This design comes from an exercise in tuning for small area, a short achievable clock period and few clock cycles on the open sky130 flow, not from production work.
Power figures rest on the tool's default switching activity, not on a simulated workload.

run a:
// axiApbBridgeTop
module axiApbBridgeTop (
  input  logic         pclk,
  input  logic         preset_n,
  input  logic [31:0]  ar_addr,
  input  logic [7:0]   ar_id,
  input  logic [7:0]   ar_len,
  input  logic [1:0]   ar_burst,
  input  logic [2:0]   ar_prot,
  input  logic         ar_valid,
  output logic         ar_ready,
  input  logic [31:0]  aw_addr,
  input  logic [7:0]   aw_id,
  input  logic [7:0]   aw_len,
  input  logic [1:0]   aw_burst,
  input  logic [2:0]   aw_prot,
  input  logic         aw_valid,
  output logic         aw_ready,
  input  logic [31:0]  w_data,
  input  logic [3:0]   w_strb,
  input  logic         w_valid,
  output logic         w_ready,
  output logic [31:0]  r_data,
  output logic [1:0]   r_resp,
  output logic [7:0]   r_id,
  output logic         r_last,
  output logic         r_valid,
  input  logic         r_ready,
  output logic [1:0]   b_resp,
  output logic [7:0]   b_id,
  output logic         b_valid,
  input  logic         b_ready,
  output logic [31:0]  paddr,
  output logic [31:0]  pwdata,
  output logic [3:0]   pstrb,
  output logic [2:0]   pprot,
  output logic         pwrite,
  output logic [3:0]   psel,
  output logic         penable,
  input  logic [3:0]   pready,
  input  logic [127:0] prdata,
  input  logic [3:0]   pslverr
);
Settings: LEC_CHECK=0, CAP_MARGIN=20, CORE_AREA=2.5 2.5 142.5 142.5, DIE_AREA=0 0 145 145, PLACE_DENSITY=0.6, SETUP_SLACK_MARGIN=2.4, SLEW_MARGIN=20, SYNTH_HIERARCHICAL=1, SYNTH_MINIMUM_KEEP_SIZE=0; clock period 5.0 ns.
standard.sh (not shown) runs the stock make flow with config.mk's settings and CLKGATE_MAP_FILE= SYNTH_SCRIPT=/design/flow/synth_recipe.tcl, a recipe that flattens the netlist after the stock synthesis.
==> flow/flow/run.sh <==
#!/bin/bash
# Standard layout; port buffers of the smallest plain buffer; smaller clock tree;
# one tie cell for the constant outputs.
export BUFFER_PORTS_ARGS="-buffer_cell sky130_fd_sc_hd__buf_1"
export CTS_ARGS="-sink_clustering_enable -repair_clock_nets -dont_use_dummy_load -buf_list sky130_fd_sc_hd__clkbuf_8 -sink_clustering_size 40 -sink_clustering_max_diameter 150"
export SKIP_REPAIR_TIE_FANOUT=1
bash standard.sh > standard.log 2>&1
Edits applied to the flow inputs when going from run a to run b:
--- a/flow/design.v
+++ b/flow/design.v
@@ -514,20 +514,18 @@
   logic [1:0]  beatResp;
   logic        rdAvail;
   logic        wrAvail;
   logic        free;
   logic        start;
   logic        pickW;
   logic [31:0] rdSel;
   logic [3:0]  sWA;
   logic        step;
-  logic [11:2] incMask;
-  logic [7:0]  decMask;
   logic        dW;
   logic        rdSel1;
   logic [4:0]  awBits;
   logic [4:0]  arBits;
   logic [4:0]  xAw;
   logic [4:0]  xAr;
   logic [4:0]  cmdBits;
   logic [1:0]  cmdLow;
   logic [3:0]  sAn;
@@ -594,35 +592,25 @@
       end else if (b_ready) begin
         bv <= 1'b0;
       end
       fA  <= accN | (actN & ~decN & ~wrN & ~rvN);
       fW  <= actN & ~accN & ~decN & wrN;
       fR  <= actN & ~accN & ~decN & ~wrN & rvN;
     end
   end
   assign step = fin & ~fixed;
-  always_comb begin
-    incMask[2] = 1'b1;
-    for (int i = 3; i <= 11; i++) begin
-      incMask[i] = incMask[i-1] & curAddr[i-1];
-    end
-    decMask[0] = 1'b1;
-    for (int i = 1; i <= 7; i++) begin
-      decMask[i] = decMask[i-1] & ~left[i-1];
-    end
-  end
   always_ff @(posedge pclk) begin
     if (start) begin
       curAddr <= pickW ? aw_addr[11:2] : ar_addr[11:2];
       left    <= pickW ? aw_len : ar_len;
     end else begin
-      curAddr <= curAddr ^ (incMask & {10{step}});
-      left    <= left ^ (decMask & {8{fin}});
+      curAddr <= curAddr + {9'd0, step};
+      left    <= left - {7'd0, fin};
     end
     if (start) begin
       for (int k = 0; k < 4; k++) begin
         oh[k] <= pickW ? (aw_addr[13:12] == 2'(k)) : (ar_addr[13:12] == 2'(k));
       end
       upZero  <= pickW ? (aw_addr[31:14] == '0) : (ar_addr[31:14] == '0);
       last    <= pickW ? (aw_len == '0) : (ar_len == '0);
     end else if (fin) begin
       last <= (left == 8'd1);
### Flow results
Between run a and run b, worst-case hold slack is higher for run b, run a comes in under that. More vias were needed by run b than by run a. Max worst slack after detailed placement across run a and run b: run a. Internal power up 2.4% in run b wrt run a. Register share of the cell area: run b vs run a — no meaningful difference. Diff run a -> run b | first-pass GRT wire length | up slightly. For clock power, run b and run a come out practically identical. Run b reached the end of the flow, and the finished layout is clean on the timing, design-rule and antenna checks. Max number of instances in the synthesized netlist across run a and run b: run b. Compare run a and run b | met2 demand-to-capacity share in global routing lower: run a. Looking at count of instances resized after the clock tree is built, run b sits 1 below run a. Layout overhead on the synthesized area: higher on run b.
No functional check of the RTL was part of any run of this note.

==> re-timing with driven ports <==
No port has a modelled driver above. Below, the same layouts with a new extraction and two added sets of constraints.
Step 1 sets driving cells, clkbuf_16 on the clock port and buf_2 on the other inputs (assumed; they add their load-dependent delay and slew).
Step 2 moves the port delays by t, midway between the first and last clock arrival at a register: inputs arrive t later, outputs are due t later. That takes back most of the time a late clock gives input paths.
a / b / c = no drivers / after step 1 / after step 2; a / b = the first two.
run	t, ns	setup WS [ns]	worst register clock-pin slew, ns	cell pins on the clock port's net
run a	0.385	2.398 / 2.361 / 2.104	0.08 / 0.08	1
run b	0.392	2.394 / 2.403 / 2.012	0.09 / 0.09	1
After both steps every run listed still meets setup and hold. For run b, which loses most, drivers alone change the setup slack by +0.009 ns; drivers and shift together by -0.382 ns.
